Context: an optimization exercise on an open-source flow, tuned for small area. The choices shown serve that exercise and are no tape-out recipe.
Function was checked by simulation only, so behaviour that the tests miss may differ from the original.
Power and IR drop assume default switching activity.

==> build 67: inputs <==
==> flow/design.v <==
module instr_mem_arb #(
  parameter int NUM_PORTS = 4,
  parameter int DEPTH     = 64,
  parameter int DATA_W    = 32,
  parameter int ADDR_W    = 32
) (
  input  logic                        clk,
  input  logic                        reset,
  input  logic                        load_en,
  input  logic [ADDR_W-1:0]           load_addr,
  input  logic [DATA_W-1:0]           load_data,
  input  logic [NUM_PORTS-1:0]        fetch_req,
  input  logic [NUM_PORTS*ADDR_W-1:0] fetch_addr,
  output logic [NUM_PORTS-1:0]        fetch_gnt,
  output logic [NUM_PORTS-1:0]        fetch_valid,
  output logic [NUM_PORTS*DATA_W-1:0] fetch_instr,
  output logic [NUM_PORTS-1:0]        fetch_fault
);
  localparam int PTR_W = (NUM_PORTS > 1) ? $clog2(NUM_PORTS) : 1;
  localparam int IDX_W = (DEPTH > 1) ? $clog2(DEPTH) : 1;
  localparam int WRD_W = ADDR_W - 2;
  logic [DATA_W-1:0] mem_q [DEPTH];
  logic [PTR_W-1:0]            rr_q, rr_d;
  logic [NUM_PORTS-1:0]        valid_q, valid_d;
  logic [NUM_PORTS-1:0]        fault_q, fault_d;
  logic [NUM_PORTS*DATA_W-1:0] instr_q, instr_d;
  logic [NUM_PORTS-1:0] gnt;
  logic [PTR_W-1:0]     gidx;
  logic                 any_gnt;
  logic [ADDR_W-1:0]    gaddr;
  logic [WRD_W-1:0]     gword, lword;
  logic                 gfault, lok;
  always_comb begin
    gnt     = '0;
    gidx    = '0;
    any_gnt = 1'b0;
    if (reset && !load_en) begin
      for (int i = 0; i < NUM_PORTS; i++) begin
        if (!any_gnt &&
            fetch_req[(int'(rr_q) + i) % NUM_PORTS]) begin
          any_gnt = 1'b1;
          gidx    = PTR_W'((int'(rr_q) + i) % NUM_PORTS);
        end
      end
    end
    if (any_gnt) gnt[gidx] = 1'b1;
  end
  assign gaddr  = fetch_addr[gidx*ADDR_W +: ADDR_W];
  assign gword  = gaddr[ADDR_W-1:2];
  assign gfault = (gaddr[1:0] != 2'b00) ||
                  (gword >= WRD_W'(DEPTH));
  assign lword = load_addr[ADDR_W-1:2];
  assign lok   = load_en && (load_addr[1:0] == 2'b00) &&
                 (lword < WRD_W'(DEPTH));
  always_comb begin
    rr_d    = rr_q;
    valid_d = gnt;
    fault_d = fault_q;
    instr_d = instr_q;
    if (any_gnt) begin
      rr_d = (int'(gidx) == NUM_PORTS - 1) ? '0 : gidx + 1'b1;
      fault_d[gidx] = gfault;
      instr_d[gidx*DATA_W +: DATA_W] =
        gfault ? '0 : mem_q[gword[IDX_W-1:0]];
    end
  end
  always_ff @(posedge clk or negedge reset) begin
    if (!reset) begin
      rr_q    <= '0;
      valid_q <= '0;
      fault_q <= '0;
      instr_q <= '0;
    end else begin
      rr_q    <= rr_d;
      valid_q <= valid_d;
      fault_q <= fault_d;
      instr_q <= instr_d;
    end
  end
  always_ff @(posedge clk) begin
    if (reset && lok) mem_q[lword[IDX_W-1:0]] <= load_data;
  end
  assign fetch_gnt   = gnt;
  assign fetch_valid = valid_q;
  assign fetch_fault = fault_q;
  assign fetch_instr = instr_q;
endmodule
==> flow/run.sh <==
#!/bin/bash
# synth_recipe.tcl (not shown) runs the flow's synth.tcl, then flattens the netlist and writes it again
# the make line also repeats each setting of config.mk as NAME=value (left out here)
make -C /OpenROAD-flow-scripts/flow DESIGN_CONFIG=/design/flow/config.mk WORK_HOME=/design/flow/orfs CLKGATE_MAP_FILE= SYNTH_SCRIPT=/design/flow/synth_recipe.tcl finish
==> flow/config.mk <==
export PLATFORM = sky130hd
export DESIGN_NAME = instr_mem_arb
export DESIGN_NICKNAME = instr_mem_arb
export VERILOG_FILES = /design/flow/design.v
export SDC_FILE = /design/flow/constraint.sdc
export NUM_CORES = 4
export LEC_CHECK = 0
export CAP_MARGIN = 20
export CORE_MARGIN = 2
export CORE_UTILIZATION = 40
export PLACE_DENSITY = 0.6
export SLEW_MARGIN = 20
==> flow/constraint.sdc <==
create_clock -name core_clock -period 5.5 [get_ports {clk}]
set_input_delay 1.1000 -clock core_clock [delete_from_list [all_inputs] [get_ports {clk}]]
set_output_delay 1.1000 -clock core_clock [all_outputs]
set_load 0.01 [all_outputs]
==> inputs of build 30, as changes to build 67 <==
==> flow/design.v (replaced) <==
module instr_mem_arb #(
  parameter int NUM_PORTS = 4,
  parameter int DEPTH     = 64,
  parameter int DATA_W    = 32,
  parameter int ADDR_W    = 32
) (
  input  logic                        clk,
  input  logic                        reset,
  input  logic                        load_en,
  input  logic [ADDR_W-1:0]           load_addr,
  input  logic [DATA_W-1:0]           load_data,
  input  logic [NUM_PORTS-1:0]        fetch_req,
  input  logic [NUM_PORTS*ADDR_W-1:0] fetch_addr,
  output logic [NUM_PORTS-1:0]        fetch_gnt,
  output logic [NUM_PORTS-1:0]        fetch_valid,
  output logic [NUM_PORTS*DATA_W-1:0] fetch_instr,
  output logic [NUM_PORTS-1:0]        fetch_fault
);
  logic [DATA_W-1:0] mem_q [DEPTH];
  logic [1:0]  rr_q;
  logic [3:0]  valid_q, fault_q, live_q;
  logic [31:0] instr_n_q [4];
  logic [3:0] req, gnt;
  assign req = fetch_req & {4{reset & ~load_en}};
  always_comb begin
    gnt = '0;
    case (rr_q)
      2'd0: begin
        gnt[0] = req[0];
        gnt[1] = req[1] & ~req[0];
        gnt[2] = req[2] & ~req[1] & ~req[0];
        gnt[3] = req[3] & ~req[2] & ~req[1] & ~req[0];
      end
      2'd1: begin
        gnt[1] = req[1];
        gnt[2] = req[2] & ~req[1];
        gnt[3] = req[3] & ~req[2] & ~req[1];
        gnt[0] = req[0] & ~req[3] & ~req[2] & ~req[1];
      end
      2'd2: begin
        gnt[2] = req[2];
        gnt[3] = req[3] & ~req[2];
        gnt[0] = req[0] & ~req[3] & ~req[2];
        gnt[1] = req[1] & ~req[0] & ~req[3] & ~req[2];
      end
      default: begin
        gnt[3] = req[3];
        gnt[0] = req[0] & ~req[3];
        gnt[1] = req[1] & ~req[0] & ~req[3];
        gnt[2] = req[2] & ~req[1] & ~req[0] & ~req[3];
      end
    endcase
  end
  logic [3:0] pfault;
  logic [5:0] gword;
  logic       gfault, gok;
  always_comb begin
    gword  = '0;
    gfault = 1'b0;
    for (int p = 0; p < 4; p++) begin
      pfault[p] = (|fetch_addr[p*32+8 +: 24]) | (|fetch_addr[p*32 +: 2]);
      gword  = gword  | (fetch_addr[p*32+2 +: 6] & {6{gnt[p]}});
      gfault = gfault | (pfault[p] & gnt[p]);
    end
  end
  assign gok = (|gnt) & ~gfault;
  logic [7:0]  rlo, rhi;
  logic [63:0] rsel;
  always_comb begin
    for (int i = 0; i < 8; i++) begin
      rlo[i] = (gword[2:0] == 3'(i)) & gok;
      rhi[i] = (gword[5:3] == 3'(i));
    end
    for (int w = 0; w < 64; w++) rsel[w] = rlo[w % 8] & rhi[w / 8];
  end
  logic [31:0] rdata;
  always_comb begin
    rdata = '0;
    for (int w = 0; w < 64; w++) rdata = rdata | (mem_q[w] & {32{rsel[w]}});
  end
  logic        lok;
  logic [63:0] wsel;
  assign lok = reset & load_en & (load_addr[1:0] == 2'b00) & (load_addr[31:8] == 24'd0);
  always_comb
    for (int w = 0; w < 64; w++) wsel[w] = lok & (load_addr[7:2] == 6'(w));
  always_ff @(posedge clk)
    for (int w = 0; w < 64; w++)
      if (wsel[w]) mem_q[w] <= load_data;
  always_ff @(posedge clk or negedge reset) begin
    if (!reset) begin
      rr_q    <= '0;
      valid_q <= '0;
      fault_q <= '0;
      live_q  <= '0;
    end else begin
      valid_q <= gnt;
      live_q  <= live_q | gnt;
      for (int p = 0; p < 4; p++) if (gnt[p]) fault_q[p] <= gfault;
      if (gnt[0]) rr_q <= 2'd1;
      if (gnt[1]) rr_q <= 2'd2;
      if (gnt[2]) rr_q <= 2'd3;
      if (gnt[3]) rr_q <= 2'd0;
    end
  end
  always_ff @(posedge clk)
    for (int p = 0; p < 4; p++)
      if (gnt[p]) instr_n_q[p] <= ~rdata;
  assign fetch_gnt   = gnt;
  assign fetch_valid = valid_q;
  assign fetch_fault = fault_q;
  always_comb
    for (int p = 0; p < 4; p++)
      fetch_instr[p*32 +: 32] = ~instr_n_q[p] & {32{live_q[p]}};
endmodule
CORE_UTILIZATION = 60   (was 40)
CTS_BUF_LIST = sky130_fd_sc_hd__clkbuf_4 sky130_fd_sc_hd__clkbuf_8   (was unset)
CTS_CLUSTER_SIZE = 20   (was unset)
PLACE_DENSITY = 0.72   (was 0.6)
==> comparison <==
- Of build 30 and build 67, build 67 has the higher register-to-register slack (gap 740 ps).
- Against build 67, the critical path depth of build 30 is higher by 7.
- Sequential power is about the same in build 67 and build 30.
- In build 67 the cell area is larger than in build 30, by 1.7%.
- Build 67 completed without violations. Build 30 finished with negative setup slack left.

==> re-timing with driven ports <==
The results above use ideal ports. As a check the final layouts listed here were re-extracted and re-timed, cells and wires unchanged. Step 1, drivers: a clkbuf_16 drives clk and a buf_2 each remaining input, both assumed. Step 2 times the ports against the registers' clock, not the clock port: input delays grow and output delays shrink by t, the midpoint of the rising clock arrivals with the driver on. a / b / c = ideal ports / drivers / drivers and shift; a / b = the first two.
run | t, ns | setup slack, ns | latest minus earliest clock arrival (ns) | worst register clock-pin slew, ns | worst data-port slew with drivers (ns)
build 67 | 0.937 | 0.374 / 0.346 / -0.466 | 0.051 / 0.052 | 0.07 / 0.07 | 0.20
build 30 | 1.150 | -0.123 / -0.075 / -1.225 | 0.074 / 0.074 | 0.07 / 0.07 | 0.21
Met with ideal ports but missed after step 2: setup timing in build 67. For build 30, which loses most, drivers alone change the setup slack by +0.048 ns; drivers and shift together by -1.102 ns.
